Context: an optimization exercise on an open-source flow, tuned for small area. The choices shown serve that exercise and are no tape-out recipe.
In this exercise RTL edits were held to simulation tests only and were not proved equivalent to the original.
No activity file was given, so power comes from the tool's default toggle rates. The flow treats the clock pin as an ideal source, which a real chip does not have.

Setup of nickel:
==> flow/design.v <==
module axil_regfile_slave #(
  parameter int unsigned DATA_WIDTH = 32,
  parameter int unsigned ADDR_WIDTH = 32,
  parameter int unsigned NUM_REGS   = 32
) (
  input  logic                    ACLK,
  input  logic                    ARESETN,
  input  logic [ADDR_WIDTH-1:0]   AWADDR,
  input  logic                    AWVALID,
  output logic                    AWREADY,
  input  logic [DATA_WIDTH-1:0]   WDATA,
  input  logic [DATA_WIDTH/8-1:0] WSTRB,
  input  logic                    WVALID,
  output logic                    WREADY,
  output logic [1:0]              BRESP,
  output logic                    BVALID,
  input  logic                    BREADY,
  input  logic [ADDR_WIDTH-1:0]   ARADDR,
  input  logic                    ARVALID,
  output logic                    ARREADY,
  output logic [DATA_WIDTH-1:0]   RDATA,
  output logic [1:0]              RRESP,
  output logic                    RVALID,
  input  logic                    RREADY
);
  localparam int unsigned STRB_W = DATA_WIDTH / 8;
  localparam int unsigned LSB    = $clog2(STRB_W);
  localparam int unsigned IDX_W  = $clog2(NUM_REGS);
  localparam int unsigned HI     = LSB + IDX_W;
  localparam int unsigned RING_N = NUM_REGS / 2;
  localparam int unsigned PTR_W  = IDX_W - 1;
  logic [DATA_WIDTH-1:0] ring0_q [RING_N];
  logic [DATA_WIDTH-1:0] ring1_q [RING_N];
  logic [PTR_W-1:0]      ptr_q;
  logic                  sweep_q;
  logic                  bvalid_q, bslverr_q;
  logic                  rvalid_q, rslverr_q;
  logic [DATA_WIDTH-1:0] rdata_q;
  logic                  wr_ok, rd_ok, wr_at_head, rd_at_head, commit, ar_hs;
  logic [DATA_WIDTH-1:0] tail0, tail1;
  logic [STRB_W-1:0]     wen0, wen1, keep0, keep1;
  logic                  rd0, rd1;
  assign wr_ok      = (AWADDR >> HI) == '0;
  assign rd_ok      = (ARADDR >> HI) == '0;
  assign wr_at_head = AWADDR[LSB +: PTR_W] == ptr_q;
  assign rd_at_head = ARADDR[LSB +: PTR_W] == ptr_q;
  assign commit  = ARESETN && AWVALID && WVALID && !bvalid_q && (!wr_ok || wr_at_head);
  assign AWREADY = commit;
  assign WREADY  = commit;
  assign ARREADY = ARESETN && !rvalid_q && (!rd_ok || rd_at_head);
  assign ar_hs   = ARVALID && ARREADY;
  assign BVALID = bvalid_q;
  assign BRESP  = {bslverr_q, 1'b0};
  assign RVALID = rvalid_q;
  assign RRESP  = {rslverr_q, 1'b0};
  assign RDATA  = rdata_q;
  always_comb begin
    for (int b = 0; b < STRB_W; b++) begin
      wen0[b]  = commit && wr_ok && WSTRB[b] && !AWADDR[HI-1];
      wen1[b]  = commit && wr_ok && WSTRB[b] && AWADDR[HI-1];
      keep0[b] = !wen0[b] && !sweep_q;
      keep1[b] = !wen1[b] && !sweep_q;
      tail0[8*b +: 8] = (WDATA[8*b +: 8] & {8{wen0[b]}}) | (ring0_q[0][8*b +: 8] & {8{keep0[b]}});
      tail1[8*b +: 8] = (WDATA[8*b +: 8] & {8{wen1[b]}}) | (ring1_q[0][8*b +: 8] & {8{keep1[b]}});
    end
  end
  logic unused_lsbs;
  assign unused_lsbs = ^{AWADDR[LSB-1:0], ARADDR[LSB-1:0]};
  always_ff @(posedge ACLK) begin
    for (int i = 0; i < RING_N - 1; i++) begin
      ring0_q[i] <= ring0_q[i+1];
      ring1_q[i] <= ring1_q[i+1];
    end
    ring0_q[RING_N-1] <= tail0;
    ring1_q[RING_N-1] <= tail1;
  end
  always_ff @(posedge ACLK or negedge ARESETN) begin
    if (!ARESETN) begin
      ptr_q   <= '0;
      sweep_q <= 1'b1;
    end else begin
      ptr_q <= ptr_q + 1'b1;
      if (&ptr_q) sweep_q <= 1'b0;
    end
  end
  always_ff @(posedge ACLK or negedge ARESETN) begin
    if (!ARESETN) begin
      bvalid_q <= 1'b0;
      rvalid_q <= 1'b0;
    end else begin
      if (commit) bvalid_q <= 1'b1;
      else if (BREADY) bvalid_q <= 1'b0;
      if (ar_hs) rvalid_q <= 1'b1;
      else if (RREADY) rvalid_q <= 1'b0;
    end
  end
  assign rd0 = ar_hs && rd_ok && !sweep_q && !ARADDR[HI-1];
  assign rd1 = ar_hs && rd_ok && !sweep_q && ARADDR[HI-1];
  always_ff @(posedge ACLK) begin
    if (commit) bslverr_q <= !wr_ok;
    if (ar_hs) rslverr_q <= !rd_ok;
    rdata_q <= (ring0_q[0] & {DATA_WIDTH{rd0}}) | (ring1_q[0] & {DATA_WIDTH{rd1}})
             | (rdata_q & {DATA_WIDTH{!ar_hs}});
  end
endmodule
==> flow/config.mk <==
export PLATFORM = sky130hd
export DESIGN_NAME = axil_regfile_slave
export DESIGN_NICKNAME = axil_regfile_slave
export VERILOG_FILES = /design/flow/design.v
export SDC_FILE = /design/flow/constraint.sdc
export NUM_CORES = 4
export LEC_CHECK = 0
export CAP_MARGIN = 20
export CORE_MARGIN = 2
export CORE_UTILIZATION = 60
export SLEW_MARGIN = 20
==> flow/constraint.sdc <==
create_clock -name core_clock -period 10.0 [get_ports {ACLK}]
set_input_delay 2.0000 -clock core_clock [delete_from_list [all_inputs] [get_ports {ACLK}]]
set_output_delay 2.0000 -clock core_clock [all_outputs]
set_load 0.01 [all_outputs]
standard.sh (not shown) runs the stock make flow with config.mk's settings and CLKGATE_MAP_FILE= SYNTH_SCRIPT=/design/flow/synth_recipe.tcl, a recipe that flattens the netlist after the stock synthesis.
==> flow/flow/run.sh <==
#!/bin/bash
# Standard ORFS layout, with the smallest port buffers and a clock tree without dummy loads.
set -euo pipefail
export BUFFER_PORTS_ARGS="-buffer_cell sky130_fd_sc_hd__buf_1"
export CTS_ARGS="-sink_clustering_enable -repair_clock_nets -sink_clustering_size 10 -sink_clustering_max_diameter 40 -buf_list sky130_fd_sc_hd__clkbuf_4 -dont_use_dummy_load"
bash standard.sh finish > standard.log 2>&1
nickel did not stop at any stage, and its layout met the timing, design-rule and antenna checks.
Input-level comparison between raven and nickel:
# nickel
export LEC_CHECK = 0
export CAP_MARGIN = 20
export CORE_MARGIN = 2
export CORE_UTILIZATION = 60
export SLEW_MARGIN = 20
create_clock -name core_clock -period 10.0 [get_ports {ACLK}]
# raven
export LEC_CHECK = 0
export ABC_AREA = 1
export CAP_MARGIN = 20
export CORE_MARGIN = 2
export CORE_UTILIZATION = 60
export SLEW_MARGIN = 20
create_clock -name core_clock -period 10.0 [get_ports {ACLK}]
==> flow/flow/run.sh <==
#!/bin/bash
# Standard ORFS layout, with smaller port buffers and a clock tree without dummy loads.
set -euo pipefail
export BUFFER_PORTS_ARGS="-buffer_cell sky130_fd_sc_hd__buf_1"
export CTS_ARGS="-sink_clustering_enable -repair_clock_nets -sink_clustering_size 20 -sink_clustering_max_diameter 60 -buf_list sky130_fd_sc_hd__clkbuf_8 -dont_use_dummy_load"
bash standard.sh finish > standard.log 2>&1
Notes after the runs:
Diff nickel -> raven: number of filler cells placed in the layout went up 5.3%, total detailed-routing wirelength went up 2800 um, maximum fanout count along the critical path went down 6, routing usage on met2 went up 2.7 points, post-synthesis share of cell area spent on full adders, half adders and majority gates held.
Compared with nickel, raven degrades die area.
Comparing nickel and raven, number of rows created at floorplan is lower on nickel.
In the tables for nickel and raven, time the worst path needs with I/O delays and setup reads higher with nickel.
Against nickel, raven comes in 0.47 points lower on met3 track utilization from global routing.
Here is what was changed in the inputs of tundra compared with raven.
# raven
export LEC_CHECK = 0
export ABC_AREA = 1
export CAP_MARGIN = 20
export CORE_MARGIN = 2
export CORE_UTILIZATION = 60
export SLEW_MARGIN = 20
create_clock -name core_clock -period 10.0 [get_ports {ACLK}]
# tundra
export LEC_CHECK = 0
export CAP_MARGIN = 20
export CORE_MARGIN = 2
export CORE_UTILIZATION = 60
export SLEW_MARGIN = 20
create_clock -name core_clock -period 10.0 [get_ports {ACLK}]
==> flow/flow/run.sh <==
#!/bin/bash
# Standard ORFS layout, with the smallest port buffers and a clock tree without dummy loads.
set -euo pipefail
export BUFFER_PORTS_ARGS="-buffer_cell sky130_fd_sc_hd__buf_1"
export CTS_ARGS="-sink_clustering_enable -repair_clock_nets -sink_clustering_size 21 -sink_clustering_max_diameter 60 -buf_list sky130_fd_sc_hd__clkbuf_8 -dont_use_dummy_load"
bash standard.sh finish > standard.log 2>&1
==> comparison <==
- tundra vs raven — first-iteration DRC count dropped by more than 10%
- Compared raven against tundra; sequential cell area within noise.
- Status: clock insertion delay at the later pin of the skew report parity (tundra, raven)
- Wire length per cell after detailed routing (tundra vs. raven) decreases slightly
- Compared with raven, tundra shows pin count of the biggest net entering global routing that has gone up by more than 10%.
- Looking only at number of clock buffers in the layout, and setting everything else aside, the higher value of raven and tundra goes to raven.
- Cmp raven and tundra / simple-gate share of the synthesized area / lower: tundra
- Cell area after synthesis for tundra: about 0.55% down relative to raven
- In terms of die boundary height, tundra and raven differ only marginally.
- Complex-gate fraction of the synthesized area: tundra vs raven up 1.3 points
- A layer carrying the most global-route usage of met2 is what raven shows, while met1 belongs to tundra.
Input changes introduced in garnet (baseline for comparison: tundra):
==> flow/flow/run.sh <==
#!/bin/bash
# Standard ORFS layout, with the smallest port buffers and a clock tree without dummy loads.
set -euo pipefail
export BUFFER_PORTS_ARGS="-buffer_cell sky130_fd_sc_hd__buf_1"
export CTS_ARGS="-sink_clustering_enable -repair_clock_nets -sink_clustering_size 36 -sink_clustering_max_diameter 80 -buf_list sky130_fd_sc_hd__clkbuf_16 -dont_use_dummy_load"
bash standard.sh finish > standard.log 2>&1
Results
Compared to tundra, garnet has fraction of standard cell area that is sequential 0.40 points lower. ~same total net switching power in tundra and garnet. Wire length of the first global-routing pass: garnet < tundra.
Edits applied to the flow inputs when going from garnet to pepper:
# garnet
export LEC_CHECK = 0
export CAP_MARGIN = 20
export CORE_MARGIN = 2
export CORE_UTILIZATION = 60
export SLEW_MARGIN = 20
create_clock -name core_clock -period 10.0 [get_ports {ACLK}]
# pepper
export LEC_CHECK = 0
export CAP_MARGIN = 20
export CORE_MARGIN = 2
export CORE_UTILIZATION = 60
export CTS_BUF_LIST = sky130_fd_sc_hd__clkbuf_8
export CTS_CLUSTER_DIAMETER = 80
export CTS_CLUSTER_SIZE = 40
export SLEW_MARGIN = 20
create_clock -name core_clock -period 10.0 [get_ports {ACLK}]
==> flow/flow/run.sh <==
#!/bin/bash
# Standard ORFS layout, with smaller port buffers and a clock tree without dummy loads.
set -euo pipefail
export BUFFER_PORTS_ARGS="-buffer_cell sky130_fd_sc_hd__buf_1"
export CTS_ARGS="-sink_clustering_enable -repair_clock_nets -sink_clustering_size 20 -sink_clustering_max_diameter 60 -buf_list sky130_fd_sc_hd__clkbuf_8 -dont_use_dummy_load"
bash standard.sh finish > standard.log 2>&1
Findings:
- pepper reached the final stage; the timing, design-rule and antenna checks on its layout passed.
- Changes observed in pepper relative to garnet: routed wire length up 0.52%, clock skew moved up.
- Going from garnet to pepper, arrival time of data at the critical path endpoint now sits higher; time the final worst path needs with I/O delays and setup moved up.
- Slack of the worst reg-to-reg path in pepper is 40 ps higher than in garnet
- Relative area change from synthesis to final layout delta for pepper relative to garnet: 0.40 points lower
- | global-route wire length before repair | lower: garnet |
- Looking at met2 layer wire length in the routed design across garnet and pepper, the one that comes out higher is pepper.

port drivers added, routing unchanged:
No port has a modelled driver above. Below, the same layouts with a new extraction and two added sets of constraints.
Step 1: set_driving_cell puts a clkbuf_16 on ACLK and a buf_2 on each other input, an assumption about the parent block.
Step 2 adds t to the input delays and takes it off the output delays; t is the mean of the earliest and latest rising clock arrival at the registers after step 1. Input paths then give back, and output paths get back, about the clock's delay inside the block.
a / b / c = no drivers / after step 1 / after step 2; a / b = the first two.
run | t (ns) | setup WS [ns] | cell pins on the clock port's net
nickel | 0.845 | 4.299 / 4.279 / 4.279 | 1
raven | 0.703 | 4.580 / 4.553 / 4.553 | 1
tundra | 0.702 | 4.302 / 4.282 / 4.282 | 1
garnet | 0.607 | 4.329 / 4.309 / 4.309 | 1
pepper | 0.691 | 4.308 / 4.289 / 4.289 | 1
After both steps every run listed still meets setup and hold. The setup slack of raven, which loses most, moves by -0.027 ns with the drivers and by -0.027 ns with both steps.
